This design comes from an exercise in tuning for small area, a short achievable clock period and few clock cycles on the open sky130 flow, not from production work. Function was checked by simulation only, so behaviour that the tests miss may differ from the original. Power and IR drop assume default switching activity.

[flow/config.mk]
export PLATFORM = sky130hd
export DESIGN_NAME = masked_event_ring_queue
export DESIGN_NICKNAME = masked_event_ring_queue
export VERILOG_FILES = /design/flow/design.v
export SDC_FILE = /design/flow/constraint.sdc
export NUM_CORES = 4
export LEC_CHECK = 0
export CAP_MARGIN = 20
export CORE_MARGIN = 2
export CORE_UTILIZATION = 40
export SLEW_MARGIN = 20
[flow/constraint.sdc]
create_clock -name core_clock -period 5.0 [get_ports {clk}]
set_input_delay 1.0000 -clock core_clock [delete_from_list [all_inputs] [get_ports {clk}]]
set_output_delay 1.0000 -clock core_clock [all_outputs]
set_load 0.01 [all_outputs]
[flow/design.v]
`timescale 1ns / 1ps
package evq_pkg;
    typedef enum logic [1:0] {
        OP_POST  = 2'd0,
        OP_GET   = 2'd1,
        OP_PEEK  = 2'd2,
        OP_FLUSH = 2'd3
    } evq_op_t;
    typedef struct packed {
        logic [15:0]        ev_type;
        logic [15:0]        message;
        logic [15:0]        modifiers;
        logic signed [15:0] x;
        logic signed [15:0] y;
        logic [31:0]        stamp;
    } evq_rec_t;
    localparam int REC_W = 5 * 16 + 32;   
    typedef struct packed {
        logic hit;      
        logic at_end;   
    } evq_stat_t;
endpackage
`timescale 1ns / 1ps
module evq_match #(
    parameter int N = 15
) (
    input  logic [N-1:0][15:0] slot_type,
    input  logic [N-1:0]       live,
    input  logic [N-1:0]       at_or_after_head,
    input  logic [15:0]        mask,
    output logic [N-1:0]       hits,
    output logic [N-1:0]       first,
    output logic               any_hit,
    output logic               two_hits
);
    logic [N-1:0] hi;
    logic [N-1:0] pick;
    logic [N-1:0] prior;
    logic [N-1:0] prior_all;
    always_comb
    begin
        for (int i = 0; i < N; i++)
        begin
            hits[i] = live[i] && |(slot_type[i] & mask);
        end
    end
    assign hi   = hits & at_or_after_head;
    assign pick = (|hi) ? hi : hits;
    always_comb
    begin
        prior[0]     = 1'b0;
        prior_all[0] = 1'b0;
        for (int i = 1; i < N; i++)
        begin
            prior[i]     = prior[i-1] | pick[i-1];
            prior_all[i] = prior_all[i-1] | hits[i-1];
        end
    end
    assign first    = pick & ~prior;
    assign any_hit  = |hits;
    assign two_hits = |(hits & prior_all);
endmodule
`timescale 1ns / 1ps
module evq_ram #(
    parameter int WIDTH = 112,
    parameter int DEPTH = 15
) (
    input  logic                        clk,
    input  logic [DEPTH-1:0]            we,
    input  logic [WIDTH-1:0]            wdata,
    output logic [DEPTH-1:0][WIDTH-1:0] words
);
    logic [DEPTH-1:0][WIDTH-1:0] mem;
    always_ff @(posedge clk)
    begin
        for (int i = 0; i < DEPTH; i++)
        begin
            if (we[i])
            begin
                mem[i] <= wdata;
            end
        end
    end
    assign words = mem;
endmodule
`timescale 1ns / 1ps
module masked_event_ring_queue #(
    parameter int QUEUE_DEPTH = 16
) (
    input  logic               clk,
    input  logic               rst_n,
    input  logic               in_valid,
    output logic               in_stall,
    input  logic [1:0]         op,
    input  logic [15:0]        mask,
    input  logic [15:0]        ev_type,
    input  logic [15:0]        ev_message,
    input  logic [15:0]        ev_modifiers,
    input  logic signed [15:0] ev_x,
    input  logic signed [15:0] ev_y,
    input  logic [31:0]        now_tick,
    input  logic signed [15:0] cur_x,
    input  logic signed [15:0] cur_y,
    input  logic [15:0]        cur_modifiers,
    output logic               out_valid,
    input  logic               out_stall,
    output logic               found,
    output logic [15:0]        out_type,
    output logic [15:0]        out_message,
    output logic [15:0]        out_modifiers,
    output logic signed [15:0] out_x,
    output logic signed [15:0] out_y,
    output logic [31:0]        out_when
);
    localparam int N     = QUEUE_DEPTH - 1;
    localparam int IDX_W = $clog2(N);
    localparam int W     = evq_pkg::REC_W;
    logic [IDX_W-1:0]    head_reg, tail_reg;
    logic [N-1:0]        hoh_reg;        
    logic [N-1:0]        toh_reg;        
    logic [N-1:0]        hge_reg;        
    logic [N-1:0]        live_reg;       
    logic [N-1:0]        dead_reg;       
    logic                full_reg;       
    logic                fp_reg;
    logic [N-1:0]        fh_reg;
    logic                v1_reg;
    logic                found1_reg;
    logic [N-1:0]        sel1_reg;
    logic [15:0]         cx1_reg, cy1_reg, cmod1_reg;
    logic                out_vld_reg;
    logic                out_found_reg;
    evq_pkg::evq_rec_t   out_rec_reg;
    logic                s2_free;
    logic                s1_stuck;
    logic                acc;
    logic                acc_post;
    logic                acc_query;
    logic                is_get, is_flush;
    evq_pkg::evq_rec_t   post_rec;
    evq_pkg::evq_rec_t   rd_rec;
    logic [N-1:0][W-1:0] words;
    logic [N-1:0][15:0]  types;
    logic [N-1:0]        we;
    logic [N-1:0]        hits;
    logic [N-1:0]        first;
    logic                any_hit;
    logic                two_hits;
    logic                take1;
    logic                drop;
    logic                step1;
    logic [IDX_W:0]      n_fh;
    logic [IDX_W:0]      head_sum;
    logic [IDX_W-1:0]    head_fl;
    logic [IDX_W-1:0]    head_inc, tail_inc;
    logic [IDX_W-1:0]    head_next, tail_next;
    logic [N-1:0]        hoh_next, toh_next, hge_next, live_next, dead_next;
    logic                full_next;
    logic                near_full;
    function automatic logic [IDX_W-1:0] inc_idx(input logic [IDX_W-1:0] i);
        inc_idx = (i == IDX_W'(N - 1)) ? '0 : i + IDX_W'(1);
    endfunction
    function automatic logic [N-1:0] rot1(input logic [N-1:0] v);
        rot1 = {v[N-2:0], v[N-1]};
    endfunction
    assign s2_free   = !out_vld_reg || !out_stall;
    assign s1_stuck  = v1_reg && !s2_free;
    assign in_stall  = s1_stuck || (fp_reg && (op != evq_pkg::OP_POST));
    assign acc       = in_valid && !in_stall;
    assign acc_post  = acc && (op == evq_pkg::OP_POST);
    assign acc_query = acc && (op != evq_pkg::OP_POST);
    assign is_get    = (op == evq_pkg::OP_GET);
    assign is_flush  = (op == evq_pkg::OP_FLUSH);
    always_comb
    begin
        post_rec.ev_type   = ev_type;
        post_rec.message   = ev_message;
        post_rec.modifiers = ev_modifiers;
        post_rec.x         = ev_x;
        post_rec.y         = ev_y;
        post_rec.stamp     = now_tick;
        for (int i = 0; i < N; i++)
        begin
            types[i] = words[i][W-1 -: 16];
        end
    end
    assign we = acc_post ? toh_reg : '0;
    evq_ram #(
        .WIDTH (W),
        .DEPTH (N)
    ) u_ram (
        .clk   (clk),
        .we    (we),
        .wdata (post_rec),
        .words (words)
    );
    evq_match #(
        .N (N)
    ) u_match (
        .slot_type        (types),
        .live             (live_reg & ~dead_reg),
        .at_or_after_head (hge_reg),
        .mask             (mask),
        .hits             (hits),
        .first            (first),
        .any_hit          (any_hit),
        .two_hits         (two_hits)
    );
    assign take1     = acc_query && any_hit && (is_get || (is_flush && !two_hits));
    assign drop      = acc_post && full_reg;
    assign step1     = take1 || drop;
    assign near_full = |(rot1(toh_reg) & hoh_reg);
    assign head_inc  = inc_idx(head_reg);
    assign tail_inc  = inc_idx(tail_reg);
    always_comb
    begin
        n_fh = '0;
        for (int i = 0; i < N; i++)
        begin
            n_fh = n_fh + (IDX_W+1)'(fh_reg[i]);
        end
        head_sum = {1'b0, head_reg} + n_fh;
        head_fl  = (head_sum >= (IDX_W+1)'(N)) ? IDX_W'(head_sum - (IDX_W+1)'(N)) : head_sum[IDX_W-1:0];
    end
    always_comb
    begin
        tail_next = acc_post ? tail_inc : tail_reg;
        toh_next  = acc_post ? rot1(toh_reg) : toh_reg;
        dead_next = dead_reg;
        if (acc_query && is_get && any_hit)
        begin
            dead_next = dead_reg | first;
        end
        if (acc_query && is_flush)
        begin
            dead_next = dead_reg | hits;
        end
        if (acc_post)
        begin
            dead_next = dead_reg & ~toh_reg;
        end
        if (fp_reg)
        begin
            head_next = head_fl;
            for (int i = 0; i < N; i++)
            begin
                hoh_next[i]  = (head_fl == IDX_W'(i));
                hge_next[i]  = (IDX_W'(i) >= head_fl);
                if (head_fl <= tail_next)
                begin
                    live_next[i] = (IDX_W'(i) >= head_fl) && (IDX_W'(i) < tail_next);
                end
                else
                begin
                    live_next[i] = (IDX_W'(i) >= head_fl) || (IDX_W'(i) < tail_next);
                end
            end
            full_next = 1'b0;
        end
        else
        begin
            head_next = step1 ? head_inc : head_reg;
            hoh_next  = step1 ? rot1(hoh_reg) : hoh_reg;
            hge_next  = step1 ? (hoh_reg[N-1] ? '1 : (hge_reg & ~hoh_reg)) : hge_reg;
            live_next = (live_reg & ~(step1 ? hoh_reg : '0)) | (acc_post ? toh_reg : '0);
            full_next = acc_post ? (full_reg || near_full) : (full_reg && !take1);
        end
    end
    always_ff @(posedge clk or negedge rst_n)
    begin
        if (!rst_n)
        begin
            head_reg    <= '0;
            tail_reg    <= '0;
            hoh_reg     <= N'(1);
            toh_reg     <= N'(1);
            hge_reg     <= '1;
            live_reg    <= '0;
            full_reg    <= 1'b0;
            fp_reg      <= 1'b0;
            v1_reg      <= 1'b0;
            out_vld_reg <= 1'b0;
        end
        else
        begin
            head_reg    <= head_next;
            tail_reg    <= tail_next;
            hoh_reg     <= hoh_next;
            toh_reg     <= toh_next;
            hge_reg     <= hge_next;
            live_reg    <= live_next;
            full_reg    <= full_next;
            fp_reg      <= acc_query && is_flush && two_hits;
            v1_reg      <= acc_query || s1_stuck;
            out_vld_reg <= v1_reg || (out_vld_reg && out_stall);
        end
    end
    always_ff @(posedge clk)
    begin
        dead_reg <= dead_next;
        fh_reg   <= hits;
        if (!s1_stuck)
        begin
            found1_reg <= any_hit && !is_flush;
            sel1_reg   <= is_flush ? '0 : first;
            cx1_reg    <= cur_x;
            cy1_reg    <= cur_y;
            cmod1_reg  <= cur_modifiers;
        end
        if (s2_free)
        begin
            out_found_reg <= found1_reg;
            out_rec_reg   <= rd_rec;
        end
    end
    always_comb
    begin
        rd_rec = '0;
        for (int i = 0; i < N; i++)
        begin
            rd_rec = rd_rec | ({W{sel1_reg[i]}} & words[i]);
        end
        if (!found1_reg)
        begin
            rd_rec.modifiers = cmod1_reg;
            rd_rec.x         = cx1_reg;
            rd_rec.y         = cy1_reg;
        end
    end
    assign out_valid     = out_vld_reg;
    assign found         = out_found_reg;
    assign out_type      = out_rec_reg.ev_type;
    assign out_message   = out_rec_reg.message;
    assign out_modifiers = out_rec_reg.modifiers;
    assign out_x         = out_rec_reg.x;
    assign out_y         = out_rec_reg.y;
    assign out_when      = out_rec_reg.stamp;
endmodule
[flow/run.sh]
#!/bin/bash
# synth_recipe.tcl (not shown) runs the flow's synth.tcl, then flattens the netlist and writes it again
# the make line also repeats each setting of config.mk as NAME=value (left out here)
make -C /OpenROAD-flow-scripts/flow DESIGN_CONFIG=/design/flow/config.mk WORK_HOME=/design/flow/orfs CLKGATE_MAP_FILE= SYNTH_SCRIPT=/design/flow/synth_recipe.tcl finish
==> insert_results.sql, run 1 <==
INSERT INTO impl_metrics (metric_group, metric, value, unit) VALUES
('die', 'floorplan.initialDensity', '40.3', '%'),
('clocking', 'tritoncts', 'built', ''),
('critical_path', 'setup.worst_path.end_class', 'flop', ''),
('global_route', 'gr-usage-met2', '39.9', '%'),
('global_route', 'grt-busiest-layer', 'met2', ''),
('sta', 'grt_setup_unrepaired', 'true', ''),
('cells_and_area', 'drive_above_1_share', '14.5', '%'),
('clocking', 'path_clk_slew', '0.06', 'ns'),
('sta', 'post-route-worst-setup-slack', '-0.795', 'ns'),
('placement', 'place.port_buffers', '296', ''),
('synthesis', 'yosys_register_bits', '1959', ''),
('global_route', 'grt_util_all_layers', '24.0', '%'),
('global_route', 'grt_remaining_overflow', '0', ''),
('synthesis', 'asyncSetResetFlopFracSynth', '3.68', '%'),
('route', 'drc', '0', ''),
('sta', 'worstMarginPinSlew', '1.14', 'ns'),
('power_and_ir_drop', 'cellPowerDensity', '605', 'mW/mm²'),
('placement', 'dp.cells', '6649', ''),
('critical_path', 'critPathKind', 'flop to flop', ''),
('flow_run', 'drv_cap', '0', ''),
('global_route', 'grt_antenna_before_repair', '40', ''),
('sta', 'period_share', '116', '%'),
('sta', 'slew_headroom', '23.9', '%'),
('synthesis', 'netlist.top_cell.by_area', 'sky130_fd_sc_hd__edfxtp_1', ''),
('cells_and_area', 'areaGrowthSynthToFinish', '20.3', '%'),
('placement', 'gp_congestion', '0.928', ''),
('sta', 'layout_min_cycle_time', '5.79', 'ns'),
('die', 'top_level_ports', '297', ''),
('run_status', 'so_viols', 'setup timing', ''),
('synthesis', 'synthesis.yosys.warnings', '3', ''),
('sta', 'timing_max_transition_violations_final', '0', ''),
('cells_and_area', 'total_number_of_nets_in_the_final_design', '4720', ''),
('sta', 'final.setup_skew', '0.0337', 'ns'),
('die', 'num_rows', '155', ''),
('sta', 'timing_hold_violations_final', '0', ''),
('global_route', 'groute.layer.met1.usage', '31.6', '%'),
('route', 'dr.first_iter.drc_count', '5787', ''),
('synthesis', 'synth_area', '0.0722', 'mm²'),
('cells_and_area', 'filler_cell_count', '14800', ''),
('die', 'fp.coreArea', '0.179', 'mm²'),
('cells_and_area', 'largest_register_ffs', '1680', ''),
('synthesis', 'synth.top_cells.by_count', 'sky130_fd_sc_hd__edfxtp_1, sky130_fd_sc_hd__a22oi_1, sky130_fd_sc_hd__clkbuf_1', ''),
('route', 'ant_nets', '0', ''),
('die', 'design.die.area', '0.184', 'mm²'),
('sta', 'fmax', '173', 'MHz'),
('critical_path', 'crit_path_max_fanout', '6', ''),
('critical_path', 'cp.required', '5.74', 'ns'),
('sta', 'setup_viol_count_final', '16', ''),
('power_and_ir_drop', 'ir_worst_vdd', '1.20', 'mV'),
('cells_and_area', 'regArea', '0.0583', 'mm²'),
('placement', 'dp_worst_setup_slack', '-0.956', 'ns'),
('sta', 'fin_setup_tns', '-10.76', 'ns'),
('critical_path', 'worst_ep_arrival_time', '6.54', 'ns'),
('run_status', 'status', 'complete, but fails checks', ''),
('clocking', 'cts.root.buffer_cell', 'sky130_fd_sc_hd__clkbuf_16', ''),
('route', 'detail_route.wl_per_cell', '32.0', 'µm'),
('die', 'die-height', '429', 'µm'),
('global_route', 'grt_pass1_vias', '42600', ''),
('clocking', 'maximum_level_of_the_cts_h_tree', '4', ''),
('power_and_ir_drop', 'p_leak', '0.0279', 'µW'),
('route', 'dr.pass1.iters', '8', ''),
('route', 'vias_per_cell', '6.17', ''),
('synthesis', 'synth.area.top_cells', 'sky130_fd_sc_hd__edfxtp_1, sky130_fd_sc_hd__a22oi_1, sky130_fd_sc_hd__a22o_1', ''),
('synthesis', 'postSynthAreaPerCell', '18.1', 'µm²'),
('cells_and_area', 'finish.cell_count_without_fillers', '7053', ''),
('synthesis', 'number_of_enable_type_register_cells_in_the_synthesized_netlist', '1872', ''),
('route', 'postRouteWirelength', '226', 'mm'),
('synthesis', 'seq_area_frac_synth', '80.8', '%'),
('synthesis', 'synth_top_flop_cell', 'sky130_fd_sc_hd__edfxtp_1', ''),
('min_path', 'hold_crit_class', 'primary input to asynchronous set/reset pin', ''),
('clocking', 'clock_latency', '0.85', 'ns');
-- layout make-up --
| class | count | area share [%] |
|---|---|---|
| Clock inverter | 115 | 1.44 |
| Multi-Input combinational cell | 1731 | 15.0 |
| Inverter | 46 | 0.266 |
| Sequential cell | 1959 | 67.1 |
| Timing Repair Buffer | 580 | 6.76 |
| Tap cell | 2355 | 3.39 |
| Antenna cell | 16 | 0.0461 |
| Clock buffer | 251 | 5.95 |
-- where the power goes --
part	switching, µW	internal [µW]	total [µW]
clock network	6280	8480	14800
registers	627	19100	19700
logic	9740	8370	18100
-- metal layers --
| layer | wire, µm | up-vias | share of wire (%) |
|---|---|---|---|
| li1 | - | 18000 | - |
| met1 | 87000 | 22700 | 39 |
| met2 | 111000 | 2442 | 49 |
| met3 | 19500 | 404 | 8.6 |
| met4 | 7810 | 22 | 3.5 |
| met5 | 139 | - | 0.062 |
-- final timing paths --
path                             start     endpoint  slack [ns]  cells after the start
min                              rst_n  out_vld_reg        0.27                      1
max in group asynchronous        rst_n   hge_reg[2]        3.64                      2
max reg2reg                head_reg[0]  live_reg[2]       -0.79                     24
min in group core_clock     toh_reg[0]   toh_reg[0]        0.48                      2
min reg2reg                 toh_reg[0]   toh_reg[0]        0.48                      2
max                        head_reg[0]  live_reg[2]       -0.79                     24
-- layout by cell type (no fill, tap or decap), types with 9 or more instances in the layout --
master / count
sky130_fd_sc_hd__clkinv_1: 35
sky130_fd_sc_hd__o21ai_0: 36
sky130_fd_sc_hd__mux2i_1: 17
sky130_fd_sc_hd__dfxtp_1: 15
sky130_fd_sc_hd__clkbuf_1: 52
sky130_fd_sc_hd__a221oi_1: 175
sky130_fd_sc_hd__a211o_1: 14
sky130_fd_sc_hd__clkdlybuf4s50_1: 295
sky130_fd_sc_hd__o22a_1: 48
sky130_fd_sc_hd__nand3_1: 27
sky130_fd_sc_hd__nor2_1: 31
sky130_fd_sc_hd__ha_1: 9
sky130_fd_sc_hd__a22o_1: 177
sky130_fd_sc_hd__inv_1: 26
sky130_fd_sc_hd__a222oi_1: 66
sky130_fd_sc_hd__a31o_2: 9
sky130_fd_sc_hd__a22oi_1: 504
sky130_fd_sc_hd__nor3_1: 14
sky130_fd_sc_hd__diode_2: 16
sky130_fd_sc_hd__clkinv_2: 38
sky130_fd_sc_hd__nand2_1: 136
sky130_fd_sc_hd__maj3_2: 10
sky130_fd_sc_hd__bufinv_16: 22
sky130_fd_sc_hd__a21oi_1: 23
sky130_fd_sc_hd__nand4_1: 172
sky130_fd_sc_hd__clkbuf_16: 199
sky130_fd_sc_hd__clkinvlp_4: 21
sky130_fd_sc_hd__buf_12: 58
sky130_fd_sc_hd__buf_4: 210
sky130_fd_sc_hd__o21ai_1: 20
sky130_fd_sc_hd__dfstp_2: 17
sky130_fd_sc_hd__dfrtp_1: 53
sky130_fd_sc_hd__buf_6: 16
sky130_fd_sc_hd__edfxtp_1: 1872
sky130_fd_sc_hd__fa_1: 10
sky130_fd_sc_hd__and3_1: 78
sky130_fd_sc_hd__a31oi_1: 9
-- critical path, cell delays in order (launching register included) --
cell,delay (ns)
sky130_fd_sc_hd__dfrtp_2,0.40
sky130_fd_sc_hd__fa_1,0.48
sky130_fd_sc_hd__inv_1,0.05
sky130_fd_sc_hd__fa_1,0.49
sky130_fd_sc_hd__fa_1,0.43
sky130_fd_sc_hd__fa_1,0.52
sky130_fd_sc_hd__inv_2,0.05
sky130_fd_sc_hd__ha_4,0.16
sky130_fd_sc_hd__fa_2,0.49
sky130_fd_sc_hd__ha_4,0.18
sky130_fd_sc_hd__a21o_1,0.17
sky130_fd_sc_hd__a31oi_4,0.18
sky130_fd_sc_hd__mux2i_4,0.29
sky130_fd_sc_hd__inv_2,0.08
sky130_fd_sc_hd__ha_4,0.26
sky130_fd_sc_hd__nor2b_1,0.12
sky130_fd_sc_hd__o21ai_1,0.08
sky130_fd_sc_hd__nand2b_1,0.11
sky130_fd_sc_hd__a21oi_4,0.10
sky130_fd_sc_hd__a41oi_4,0.38
sky130_fd_sc_hd__buf_6,0.17
sky130_fd_sc_hd__nor2_2,0.03
sky130_fd_sc_hd__a31oi_1,0.19
sky130_fd_sc_hd__a211oi_1,0.08
sky130_fd_sc_hd__a31oi_1,0.20
-- through the flow --
stage	total power [µW]	area (µm²)	hold WS, ns	util (%)
final	52600	86900	0.274	48.6
after global placement	34500	80000	0.461	44.7
after floorplan	27500	72400	0.424	-
after CTS	51200	86600	0.252	48.4
after detailed placement	34600	80000	0.477	44.7
after global routing	54400	86900	0.306	48.6
-- what timing repair did --
item | CTS | global route
buffers inserted | 15 | 14
cloned | 1 | 0
hold buffers | 0 | 0
setup endpoints to repair | 29 | 39
pin swaps | 24 | 12
resized for setup | 39 | 50
-- logic make-up after synthesis --
| family | after synthesis | share of synthesized area (%) |
|---|---|---|
| AO/OA/AOI/OAI | 1138 | 12.6 |
| XOR/XNOR | 5 | 0.0607 |
| multiplexers | 19 | 0.265 |
| AND/OR/NAND/NOR | 532 | 4.00 |
| adder cells (fa/ha/maj) | 36 | 0.697 |
| flip-flops | 1959 | 80.8 |
| buffers and inverters | 297 | 1.64 |
Testbench counts, summed over its fixed seeds: cycles 8,177.
==> run 2, diff against run 1 <==
--- a/flow/design.v
+++ b/flow/design.v
@@ -115,7 +115,6 @@
     localparam int N     = QUEUE_DEPTH - 1;
     localparam int IDX_W = $clog2(N);
     localparam int W     = evq_pkg::REC_W;
-    logic [IDX_W-1:0]    head_reg, tail_reg;
     logic [N-1:0]        hoh_reg;        
     logic [N-1:0]        toh_reg;        
     logic [N-1:0]        hge_reg;        
@@ -123,7 +122,8 @@
     logic [N-1:0]        dead_reg;       
     logic                full_reg;       
     logic                fp_reg;
-    logic [N-1:0]        fh_reg;
+    logic [8:0]          cnt_lo_reg;     
+    logic [7:0]          cnt_hi_reg;     
     logic                v1_reg;
     logic                found1_reg;
     logic [N-1:0]        sel1_reg;
@@ -149,16 +149,46 @@
     logic                take1;
     logic                drop;
     logic                step1;
-    logic [IDX_W:0]      n_fh;
-    logic [IDX_W:0]      head_sum;
-    logic [IDX_W-1:0]    head_fl;
-    logic [IDX_W-1:0]    head_inc, tail_inc;
-    logic [IDX_W-1:0]    head_next, tail_next;
+    logic [N:0]          cnt_oh;         
+    logic [N-1:0]        lt_cnt;         
+    logic [N-1:0]        fl_drop;        
+    logic [N-1:0]        fl_head;        
+    logic [8:0]          cnt_hi;
     logic [N-1:0]        hoh_next, toh_next, hge_next, live_next, dead_next;
     logic                full_next;
     logic                near_full;
-    function automatic logic [IDX_W-1:0] inc_idx(input logic [IDX_W-1:0] i);
-        inc_idx = (i == IDX_W'(N - 1)) ? '0 : i + IDX_W'(1);
+    function automatic logic [4:0] cnt4(input logic [3:0] b);
+        cnt4 = '0;
+        for (int m = 0; m < 16; m++)
+        begin
+            if (b == 4'(m))
+            begin
+                cnt4[(m & 1) + ((m >> 1) & 1) + ((m >> 2) & 1) + ((m >> 3) & 1)] = 1'b1;
+            end
+        end
+    endfunction
+    function automatic logic [8:0] add_oh44(input logic [4:0] a, input logic [4:0] b);
+        add_oh44 = '0;
+        for (int i = 0; i < 5; i++)
+        begin
+            for (int j = 0; j < 5; j++)
+            begin
+                add_oh44[i+j] = add_oh44[i+j] | (a[i] & b[j]);
+            end
+        end
+    endfunction
+    function automatic logic [N:0] add_oh87(input logic [8:0] a, input logic [7:0] b);
+        add_oh87 = '0;
+        for (int i = 0; i < 9; i++)
+        begin
+            for (int j = 0; j < 8; j++)
+            begin
+                if (i + j <= N)
+                begin
+                    add_oh87[i+j] = add_oh87[i+j] | (a[i] & b[j]);
+                end
+            end
+        end
     endfunction
     function automatic logic [N-1:0] rot1(input logic [N-1:0] v);
         rot1 = {v[N-2:0], v[N-1]};
@@ -210,21 +240,28 @@
     assign drop      = acc_post && full_reg;
     assign step1     = take1 || drop;
     assign near_full = |(rot1(toh_reg) & hoh_reg);
-    assign head_inc  = inc_idx(head_reg);
-    assign tail_inc  = inc_idx(tail_reg);
+    assign cnt_oh = add_oh87(cnt_lo_reg, cnt_hi_reg);
+    assign cnt_hi = add_oh44(cnt4(hits[11:8]), cnt4({1'b0, hits[14:12]}));
     always_comb
     begin
-        n_fh = '0;
+        for (int p = 0; p < N; p++)
+        begin
+            lt_cnt[p] = |(cnt_oh >> (p + 1));
+        end
         for (int i = 0; i < N; i++)
         begin
-            n_fh = n_fh + (IDX_W+1)'(fh_reg[i]);
+            fl_drop[i] = 1'b0;
+            fl_head[i] = 1'b0;
+            for (int j = 0; j < N; j++)
+            begin
+                fl_drop[i] = fl_drop[i] | (hoh_reg[j] & lt_cnt[(i - j + N) % N]);
+                fl_head[i] = fl_head[i] | (hoh_reg[j] & cnt_oh[(i - j + N) % N]);
+            end
+            fl_head[i] = fl_head[i] | (hoh_reg[i] & cnt_oh[N]);
         end
-        head_sum = {1'b0, head_reg} + n_fh;
-        head_fl  = (head_sum >= (IDX_W+1)'(N)) ? IDX_W'(head_sum - (IDX_W+1)'(N)) : head_sum[IDX_W-1:0];
     end
     always_comb
     begin
-        tail_next = acc_post ? tail_inc : tail_reg;
         toh_next  = acc_post ? rot1(toh_reg) : toh_reg;
         dead_next = dead_reg;
         if (acc_query && is_get && any_hit)
@@ -241,25 +278,16 @@
         end
         if (fp_reg)
         begin
-            head_next = head_fl;
+            hoh_next = fl_head;
             for (int i = 0; i < N; i++)
             begin
-                hoh_next[i]  = (head_fl == IDX_W'(i));
-                hge_next[i]  = (IDX_W'(i) >= head_fl);
-                if (head_fl <= tail_next)
-                begin
-                    live_next[i] = (IDX_W'(i) >= head_fl) && (IDX_W'(i) < tail_next);
-                end
-                else
-                begin
-                    live_next[i] = (IDX_W'(i) >= head_fl) || (IDX_W'(i) < tail_next);
-                end
+                hge_next[i] = |(fl_head & N'((1 << (i + 1)) - 1));
             end
+            live_next = (live_reg & ~fl_drop) | (acc_post ? toh_reg : '0);
             full_next = 1'b0;
         end
         else
         begin
-            head_next = step1 ? head_inc : head_reg;
             hoh_next  = step1 ? rot1(hoh_reg) : hoh_reg;
             hge_next  = step1 ? (hoh_reg[N-1] ? '1 : (hge_reg & ~hoh_reg)) : hge_reg;
             live_next = (live_reg & ~(step1 ? hoh_reg : '0)) | (acc_post ? toh_reg : '0);
@@ -270,8 +298,6 @@
     begin
         if (!rst_n)
         begin
-            head_reg    <= '0;
-            tail_reg    <= '0;
             hoh_reg     <= N'(1);
             toh_reg     <= N'(1);
             hge_reg     <= '1;
@@ -283,8 +309,6 @@
         end
         else
         begin
-            head_reg    <= head_next;
-            tail_reg    <= tail_next;
             hoh_reg     <= hoh_next;
             toh_reg     <= toh_next;
             hge_reg     <= hge_next;
@@ -298,7 +322,8 @@
     always_ff @(posedge clk)
     begin
         dead_reg <= dead_next;
-        fh_reg   <= hits;
+        cnt_lo_reg <= add_oh44(cnt4(hits[3:0]), cnt4(hits[7:4]));
+        cnt_hi_reg <= cnt_hi[7:0];
         if (!s1_stuck)
         begin
             found1_reg <= any_hit && !is_flush;
--- a/flow/config.mk
+++ b/flow/config.mk
@@ -5,7 +5,9 @@
 export SDC_FILE = /design/flow/constraint.sdc
 export NUM_CORES = 4
 export LEC_CHECK = 0
+export ABC_CLOCK_PERIOD_IN_PS = 2500
 export CAP_MARGIN = 20
 export CORE_MARGIN = 2
 export CORE_UTILIZATION = 40
+export SETUP_SLACK_MARGIN = 2.5
 export SLEW_MARGIN = 20
==> run 2 against run 1 <==
Net effect:
- now clean on timing, DRC and antenna
- first-iteration DRC count is 40% higher
- clock skew is 0.022 ns higher
- critical endpoint is now hoh_reg[6]
- count of clock-buffer cells in the layout is 7 lower
- routed wire length is 17% higher
- area after synthesis is 2.9% higher
- cell area is 7.2% higher
==> insert_results.sql, run 2 <==
INSERT INTO impl_metrics (metric_group, metric, value, unit) VALUES
('global_route', 'grt_start_max_net_pins', '113', ''),
('cells_and_area', 'layout.cells.most_common_list', 'sky130_fd_sc_hd__edfxtp_1, sky130_fd_sc_hd__a22oi_1, sky130_fd_sc_hd__buf_4', ''),
('synthesis', 'synthesis.yosys.warnings', '3', ''),
('sta', 'layout_min_cycle_time', '3.81', 'ns'),
('die', 'die-height', '435', 'µm'),
('die', 'design.die.area', '0.189', 'mm²'),
('clocking', 'cts.root.buffer_cell', 'sky130_fd_sc_hd__clkbuf_16', ''),
('die', 'die_width', '435', 'µm'),
('route', 'dr.first_iter.drc_count', '8096', ''),
('critical_path', 'crit_path_max_fanout', '6', ''),
('cells_and_area', 'layout.cells.most_common', 'sky130_fd_sc_hd__edfxtp_1', ''),
('power_and_ir_drop', 'total_power', '39600', 'µW'),
('critical_path', 'worst_ep_arrival_time', '4.55', 'ns'),
('synthesis', 'synth_area', '0.0743', 'mm²'),
('global_route', 'grt_antenna_before_repair', '20', ''),
('placement', 'place.port_buffers', '296', ''),
('power_and_ir_drop', 'p_leak', '0.0301', 'µW'),
('route', 'detail_route.wl_per_cell', '34.3', 'µm'),
('synthesis', 'synthMostInstantiatedCell', 'sky130_fd_sc_hd__edfxtp_1', ''),
('synthesis', 'synth.area.top_cells', 'sky130_fd_sc_hd__edfxtp_1, sky130_fd_sc_hd__a22oi_1, sky130_fd_sc_hd__a22o_1', ''),
('critical_path', 'critPathMaxStageDelay', '0.58', 'ns'),
('route', 'postRouteWirelength', '264', 'mm'),
('sta', 'period_share', '76.2', '%'),
('global_route', 'grt_pass1_wl', '365', 'mm'),
('placement', 'dp_hpwl', '142', 'mm'),
('placement', 'gp_congestion', '0.955', ''),
('route', 'vias_per_cell', '6.49', ''),
('sta', 'setup_viol_count_final', '0', ''),
('critical_path', 'crit_family', 'simple AND/OR/NAND/NOR gates', ''),
('synthesis', 'synth_top_cell_area_share', '75.6', '%'),
('route', 'drc', '0', ''),
('placement', 'dp.cells', '7055', ''),
('die', 'num_rows', '158', ''),
('synthesis', 'postSynthAreaPerCell', '17.0', 'µm²'),
('die', 'top_level_ports', '297', ''),
('sta', 'timing_max_transition_violations_final', '0', ''),
('sta', 'slew_headroom', '34.0', '%'),
('cells_and_area', 'finish.cell_count_without_fillers', '7682', ''),
('sta', 'grt_setup_unrepaired', 'true', ''),
('synthesis', 'synth_top_flop_cell', 'sky130_fd_sc_hd__edfxtp_1', ''),
('power_and_ir_drop', 'cellPowerDensity', '425', 'mW/mm²'),
('critical_path', 'cp-startpoint', 'mask[12]', ''),
('clocking', 'maximum_level_of_the_cts_h_tree', '4', ''),
('clocking', 'clock_latency', '0.87', 'ns'),
('sta', 'timing_hold_violations_final', '0', ''),
('synthesis', 'number_of_enable_type_register_cells_in_the_synthesized_netlist', '1872', ''),
('flow_run', 'drv_cap', '0', ''),
('clocking', 'cts_buffer_depth', '3', ''),
('power_and_ir_drop', 'ir_worst_vdd', '0.332', 'mV'),
('synthesis', 'synth.top_cells.by_count', 'sky130_fd_sc_hd__edfxtp_1, sky130_fd_sc_hd__a22oi_1, sky130_fd_sc_hd__clkbuf_1', ''),
('critical_path', 'critical_path_buf_inv_count', '8', ''),
('critical_path', 'reg2reg_setup_slack', '1.20', 'ns'),
('global_route', 'grt_pass1_vias', '47500', ''),
('critical_path', 'cp.required', '5.75', 'ns'),
('route', 'via_count', '49900', ''),
('route', 'dr.pass1.iters', '14', ''),
('sta', 'fmax', '263', 'MHz'),
('cells_and_area', 'drive_above_1_share', '22.4', '%'),
('clocking', 'path_clk_slew', '0.07', 'ns'),
('sta', 'worstMarginPinSlew', '0.991', 'ns'),
('synthesis', 'synth_cells', '4370', ''),
('clocking', 'clock_sinks', '1953', ''),
('cells_and_area', 'total_number_of_nets_in_the_final_design', '5208', ''),
('min_path', 'hold_crit_class', 'primary input to asynchronous set/reset pin', ''),
('synthesis', 'netlist.top_cell.by_area', 'sky130_fd_sc_hd__edfxtp_1', ''),
('synthesis', 'synth_cell_type_count', '80', ''),
('placement', 'dp_worst_setup_slack', '-0.0117', 'ns'),
('critical_path', 'startpoint_type_of_the_worst_setup_path', 'primary input', ''),
('route', 'ant_nets', '0', ''),
('global_route', 'grt_util_all_layers', '26.8', '%'),
('run_status', 'status', 'no timing/DRC/antenna violations', ''),
('synthesis', 'seq_area_frac_synth', '78.3', '%'),
('die', 'floorplan.initialDensity', '40.2', '%'),
('clocking', 'tritoncts', 'built', ''),
('critical_path', 'critPathKind', 'primary input to flop', ''),
('synthesis', 'yosys_register_bits', '1953', ''),
('synthesis', 'synthesis.nets', '4552', ''),
('critical_path', 'setup.worst_path.end_class', 'flop', ''),
('critical_path', 'critPathSlowestCell', 'sky130_fd_sc_hd__or4_4', ''),
('critical_path', 'worst_r2r_startpoint', 'cnt_hi_reg[7]', ''),
('sta', 'final.setup_skew', '0.0554', 'ns'),
('cells_and_area', 'areaGrowthSynthToFinish', '25.3', '%'),
('cells_and_area', 'largest_register_ffs', '1680', ''),
('die', 'fp.coreArea', '0.185', 'mm²'),
('global_route', 'grt_remaining_overflow', '0', ''),
('sta', 'post-route-worst-setup-slack', '1.19', 'ns'),
('synthesis', 'asyncSetResetFlopFracSynth', '3.28', '%'),
('clocking', 'tritoncts.num_buffers', '196', ''),
('critical_path', 'cells_traversed_along_the_worst_timing_path', 'buf_2, buf_2, buf_4, a22o_1, a221oi_2, and4_4, nor3b_4, or4_4, buf_6, buf_6, nor4_4, o21ai_2, o211a_4, buf_12, buf_16, buf_8, and2_4, o31a_1', '');
## run 2: cell types whose count changed after synthesis, sizes merged, moves of 21 or more
cell    before  now
buf         59   96
a21oi       28   61
a221oi     177  200
nand2      140  161
a22oi      504  558
a222oi      66  114
nor2        38   83
clkbuf     192  230
## run 2: worst paths after layout
path,end,depth (start not counted)
min in group core_clock,toh_reg[0],2
min reg2reg,toh_reg[0],2
min,fp_reg,1
max,hoh_reg[6],18
max in group asynchronous,hoh_reg[1],2
max reg2reg,live_reg[11],12
## run 2: final cells by class
cell class | count | area [µm²]
Fill cell | 15300 | 91900
Sequential cell | 1953 | 58200
Multi-Input combinational cell | 2063 | 16400
Timing Repair Buffer | 782 | 8910
Clock buffer | 244 | 5140
Tap cell | 2480 | 3100
Clock inverter | 117 | 1240
Inverter | 30 | 149
Antenna cell | 13 | 32.5
## run 2: layer usage
layer  up-vias  part of all wire, %  GRT usage [%]
li1      20000                    -              -
met1     25700                   39           36.6
met2      3512                   46           42.2
met3       680                   10           5.11
met4         4                  4.6           10.8
met5         -               0.0095              0
## run 2: worst reg2reg max path, cell delays in order (launching register included)
cell and delay (ns):
sky130_fd_sc_hd__dfxtp_1 0.47, sky130_fd_sc_hd__a22oi_1 0.25, sky130_fd_sc_hd__nand4_1 0.14, sky130_fd_sc_hd__buf_4 0.23, sky130_fd_sc_hd__or3_1 0.40, sky130_fd_sc_hd__or3_1 0.42, sky130_fd_sc_hd__or4_4 0.45, sky130_fd_sc_hd__or4_4 0.60
sky130_fd_sc_hd__buf_4 0.20, sky130_fd_sc_hd__nand2_1 0.07, sky130_fd_sc_hd__o2111ai_1 0.23, sky130_fd_sc_hd__nand2_1 0.18, sky130_fd_sc_hd__a31o_1 0.16
## run 2: through the flow
stage	setup TNS [ns]	util, %	hold WS (ns)	cell area (µm²)
floorplan	0	-	0.424	74600
global placement	0	44.3	0.471	82000
detailed placement	-0.0181	44.3	0.477	82000
CTS	0	49.8	0.0277	92100
global route	0	50.3	0.0412	93100
finish	0	50.3	0.0539	93100
## run 2: kinds of logic after synthesis
family	Yosys count	synth area share (%)
compound gates	1383	14.8
xor+xnor	6	0.0707
fa+ha+maj	1	0.0135
buf+inv	356	1.87
flops	1953	78.3
mux	5	0.0707
simple gates	666	4.86
## run 2: timing repair
action / CTS / global route
gates resized for setup: 852 / 143
hold buffers: 0 / 0
setup buffers: 145 / 56
cloned: 48 / 4
endpoints found under the hold margin: 0 / 0
pin swaps: 105 / 77
setup endpoints to repair: 1929 / 787
## run 2: report_power, final
part | switching [µW] | internal (µW) | leakage (µW)
clock | 6410 | 8090 | 0.00305
sequential | 618 | 18600 | 0.0180
combinational | 3750 | 2120 | 0.00905
total | 10800 | 28800 | 0.0301
Testbench counts of run 2, summed over its fixed seeds: cycles 8,177.
==> run 3, diff against run 2 <==
--- a/flow/config.mk
+++ b/flow/config.mk
@@ -5,9 +5,8 @@
 export SDC_FILE = /design/flow/constraint.sdc
 export NUM_CORES = 4
 export LEC_CHECK = 0
-export ABC_CLOCK_PERIOD_IN_PS = 2500
 export CAP_MARGIN = 20
 export CORE_MARGIN = 2
 export CORE_UTILIZATION = 40
-export SETUP_SLACK_MARGIN = 2.5
+export SETUP_SLACK_MARGIN = 1.5
 export SLEW_MARGIN = 20
==> run 3 against run 2 <==
Net effect:
- total power rose by 0.29%
- setup slack got worse by 0.14 ns
- clock power barely moved
- flip-flop and latch count did not move
- maximum frequency fell by 3.4%
- critical endpoint is now hoh_reg[12]
==> insert_results.sql, run 3 <==
INSERT INTO impl_metrics (metric_group, metric, value, unit) VALUES
('run_status', 'status', 'no timing/DRC/antenna violations', ''),
('synthesis', 'seq_area_frac_synth', '78.3', '%'),
('global_route', 'grt_pass1_vias', '46500', ''),
('cells_and_area', 'layout.cells.most_common', 'sky130_fd_sc_hd__edfxtp_1', ''),
('critical_path', 'startpoint_type_of_the_worst_setup_path', 'primary input', ''),
('placement', 'place_area', '0.0819', 'mm²'),
('power_and_ir_drop', 'ir_worst_vdd', '0.362', 'mV'),
('critical_path', 'worst_r2r_startpoint', 'u_ram.mem[777]', ''),
('power_and_ir_drop', 'power_frac_seq', '48.6', '%'),
('route', 'postRouteWirelength', '250', 'mm'),
('clocking', 'path_clk_slew', '0.06', 'ns'),
('power_and_ir_drop', 'clock_power_share', '37.2', '%'),
('critical_path', 'worst_ep_arrival_time', '4.68', 'ns'),
('power_and_ir_drop', 'p_sw_share', '26.8', '%'),
('synthesis', 'synth_area', '0.0743', 'mm²'),
('sta', 'fin_setup_tns', '0', 'ns'),
('sta', 'timing_max_transition_violations_final', '0', ''),
('die', 'die-height', '435', 'µm'),
('synthesis', 'synth_cell_type_count', '80', ''),
('synthesis', 'number_of_enable_type_register_cells_in_the_synthesized_netlist', '1872', ''),
('critical_path', 'cp.required', '5.74', 'ns'),
('critical_path', 'critPathKind', 'primary input to flop', ''),
('synthesis', 'netlist.top_cell.by_area', 'sky130_fd_sc_hd__edfxtp_1', ''),
('cells_and_area', 'stdcell_area', '0.0900', 'mm²'),
('global_route', 'grt_util_all_layers', '25.6', '%'),
('clocking', 'clock_latency', '0.90', 'ns'),
('route', 'vias_per_cell', '6.39', ''),
('clocking', 'clock_sinks', '1953', ''),
('clocking', 'tritoncts', 'built', ''),
('die', 'top_level_ports', '297', ''),
('cells_and_area', 'areaGrowthSynthToFinish', '21.1', '%'),
('route', 'ant_nets', '0', ''),
('power_and_ir_drop', 'cell_internal_pwr', '29100', 'µW'),
('cells_and_area', 'total_number_of_nets_in_the_final_design', '5025', ''),
('synthesis', 'synthesis.nets', '4552', ''),
('sta', 'worst_hold_slack', '0.332', 'ns'),
('critical_path', 'worst_reg_to_reg_path_cell_count', '15', ''),
('die', 'fp.coreArea', '0.185', 'mm²'),
('synthesis', 'synth_top_flop_cell', 'sky130_fd_sc_hd__edfxtp_1', ''),
('global_route', 'grt_antenna_before_repair', '25', ''),
('clocking', 'cts_buffer_depth', '3', ''),
('global_route', 'grt_pass1_wl', '352', 'mm'),
('route', 'dr.first_iter.drc_count', '7008', ''),
('critical_path', 'critical_path.reg2reg.endpoint', 'hoh_reg[12]', ''),
('critical_path', 'reg2reg_setup_slack', '1.08', 'ns'),
('global_route', 'grt_remaining_overflow', '0', ''),
('die', 'num_rows', '158', ''),
('power_and_ir_drop', 'cellPowerDensity', '441', 'mW/mm²'),
('sta', 'grt_setup_unrepaired', 'true', ''),
('sta', 'fmax', '254', 'MHz'),
('sta', 'timing_hold_violations_final', '0', ''),
('critical_path', 'crit_path_max_fanout', '7', ''),
('sta', 'layout_min_cycle_time', '3.94', 'ns'),
('sta', 'final.setup_skew', '0.0747', 'ns'),
('clocking', 'cts.root.buffer_cell', 'sky130_fd_sc_hd__clkbuf_16', ''),
('power_and_ir_drop', 'comb_power_share', '14.2', '%'),
('route', 'dr.pass1.iters', '10', ''),
('synthesis', 'yosys_register_bits', '1953', ''),
('sta', 'slew_headroom', '21.9', '%'),
('sta', 'period_share', '78.9', '%'),
('route', 'drc', '0', ''),
('cells_and_area', 'largest_register_ffs', '1680', ''),
('synthesis', 'synth.area.top_cells', 'sky130_fd_sc_hd__edfxtp_1, sky130_fd_sc_hd__a22oi_1, sky130_fd_sc_hd__a22o_1', ''),
('cells_and_area', 'drive_above_1_share', '15.8', '%'),
('route', 'via_count', '48000', ''),
('clocking', 'ctsHoldBuffers', '0', ''),
('synthesis', 'synth.top_cells.by_count', 'sky130_fd_sc_hd__edfxtp_1, sky130_fd_sc_hd__a22oi_1, sky130_fd_sc_hd__clkbuf_1', ''),
('synthesis', 'synthesis.yosys.warnings', '3', ''),
('clocking', 'tritoncts.num_buffers', '197', ''),
('clocking', 'maximum_level_of_the_cts_h_tree', '4', ''),
('synthesis', 'synth_cells', '4370', ''),
('sta', 'setup_viol_count_final', '0', ''),
('synthesis', 'synthMostInstantiatedCell', 'sky130_fd_sc_hd__edfxtp_1', ''),
('power_and_ir_drop', 'p_leak', '0.0286', 'µW'),
('global_route', 'grt_start_max_net_pins', '113', ''),
('min_path', 'hold_crit_class', 'primary input to asynchronous set/reset pin', ''),
('placement', 'place.port_buffers', '296', ''),
('sta', 'worstMarginPinSlew', '1.17', 'ns'),
('route', 'detail_route.wl_per_cell', '33.3', 'µm'),
('placement', 'dp_hpwl', '139', 'mm'),
('die', 'die_width', '435', 'µm'),
('flow_run', 'drv_cap', '0', ''),
('die', 'design.die.area', '0.189', 'mm²'),
('synthesis', 'postSynthAreaPerCell', '17.0', 'µm²'),
('power_and_ir_drop', 'net-switching-power', '10600', 'µW'),
('synthesis', 'synth_top_cell_area_share', '75.6', '%'),
('die', 'floorplan.initialDensity', '40.2', '%'),
('critical_path', 'setup.worst_path.end_class', 'flop', ''),
('synthesis', 'asyncSetResetFlopFracSynth', '3.28', '%'),
('cells_and_area', 'layout.cells.most_common_list', 'sky130_fd_sc_hd__edfxtp_1, sky130_fd_sc_hd__a22oi_1, sky130_fd_sc_hd__clkdlybuf4s50_1', ''),
('placement', 'gp_congestion', '0.937', '');
[run 3: logic make-up (layout without fill, tap and decap cells)]
kind of cell             Yosys count  in the layout  share of synthesized area, %
multiplexers                       5              5                        0.0707
flip-flops                      1953           1953                          78.3
AO/OA/AOI/OAI                   1383           1383                          14.8
other                              0              9                             0
adder cells (fa/ha/maj)            1              1                        0.0135
buffers and inverters            356            998                          1.87
AND/OR/NAND/NOR                  666            667                          4.86
XOR/XNOR                           6              6                        0.0707
[run 3: power groups by stage]
stage          sequential [µW]  clock (µW)  combinational (µW)
5_1_grt                  19300       15600                5880
6_report                 19300       14800                5620
3_3_place_gp             19600           0                5190
4_1_cts                  19300       15000                5380
2_1_floorplan            19300           0                2620
3_5_place_dp             19600           0                5180
[run 3: metrics by stage]
step           setup WS [ns]  total power (µW)  util [%]  std cells
3_5_place_dp         -0.0923             24800      44.3       7051
6_report                1.06             39700      48.6       7502
2_1_floorplan          0.863             21900         -       4370
4_1_cts                 1.15             39700      48.3       7468
3_3_place_gp         -0.0580             24800      44.3       7051
5_1_grt                0.990             40800      48.6       7501
[run 3: critical path, stage by stage]
cell	delay [ns]
sky130_fd_sc_hd__clkdlybuf4s15_1	0.18
sky130_fd_sc_hd__buf_6	0.15
sky130_fd_sc_hd__a22o_1	0.24
sky130_fd_sc_hd__a221oi_4	0.27
sky130_fd_sc_hd__nand4_1	0.31
sky130_fd_sc_hd__and2_4	0.24
sky130_fd_sc_hd__or4_4	0.52
sky130_fd_sc_hd__buf_6	0.15
sky130_fd_sc_hd__o31a_1	0.28
sky130_fd_sc_hd__o41ai_4	0.43
sky130_fd_sc_hd__buf_4	0.18
sky130_fd_sc_hd__buf_6	0.08
sky130_fd_sc_hd__o211ai_1	0.07
sky130_fd_sc_hd__buf_4	0.19
sky130_fd_sc_hd__buf_8	0.15
sky130_fd_sc_hd__a21oi_1	0.16
sky130_fd_sc_hd__a21oi_1	0.09
[run 3: timing repair]
item                                    4_1_cts  5_1_grt
resized for setup                           160       94
gates cloned                                  7        2
pin swaps                                    37       44
endpoints found under the setup margin       96       68
setup buffers                                41       23
[run 3: worst max-delay path by stage]
stage                         startpoint      endpoint  slack, ns
after floorplan                out_stall  live_reg[10]       0.86
after global placement           mask[6]  live_reg[11]      -0.06
after detailed placement         mask[6]  live_reg[10]      -0.09
after CTS                 u_ram.mem[777]   hoh_reg[10]       1.15
after global routing            mask[14]   hoh_reg[12]       0.99
final                            mask[9]   hoh_reg[12]       1.06
[run 3: cell type report]
cell class	instances	area, µm²
clock inverter	130	1370
inverter	30	146
fill	15500	95000
multi-input combinational	2062	15700
clock buffer	239	5180
antenna	9	22.5
timing repair buffer	599	6270
tap	2480	3100
sequential	1953	58200
[run 3: routing by layer]
metal | track usage, % | wire length [µm] | vias to the layer above
met5 | 0 | 126 | -
met2 | 41.6 | 120000 | 2937
met3 | 4.74 | 22700 | 560
met4 | 8.90 | 9130 | 18
li1 | - | - | 19600
met1 | 34.5 | 98400 | 24800

-- what the ideal ports hide --
The flow's constraints put no driver on any port. The routed layouts listed below were extracted and timed again, unchanged, in two steps. Step 1, drivers: a clkbuf_16 drives clk and a buf_2 each remaining input, both assumed. Step 2 also shifts input and output timing later by t, the mid clock arrival at the registers, as if the neighbouring blocks saw the same clock. Slacks: ideal / step 1 / step 2; pairs: ideal / step 1.
run | t (ns) | setup WS [ns] | hold slack, ns | worst setup path at the end | cell pins on the clock port's net
run 1 | 0.917 | -0.795 / -0.795 / -0.795 | 0.274 / 0.214 / 0.483 | register to register | 1
run 2 | 0.924 | 1.192 / 1.200 / 0.321 | 0.054 / -0.005 / 0.491 | input to register | 1
run 3 | 0.939 | 1.056 / 1.078 / 0.175 | 0.332 / 0.265 / 0.476 | input to register | 1
The setup slack of run 3, which loses most, moves by +0.022 ns with the drivers and by -0.881 ns with both steps.
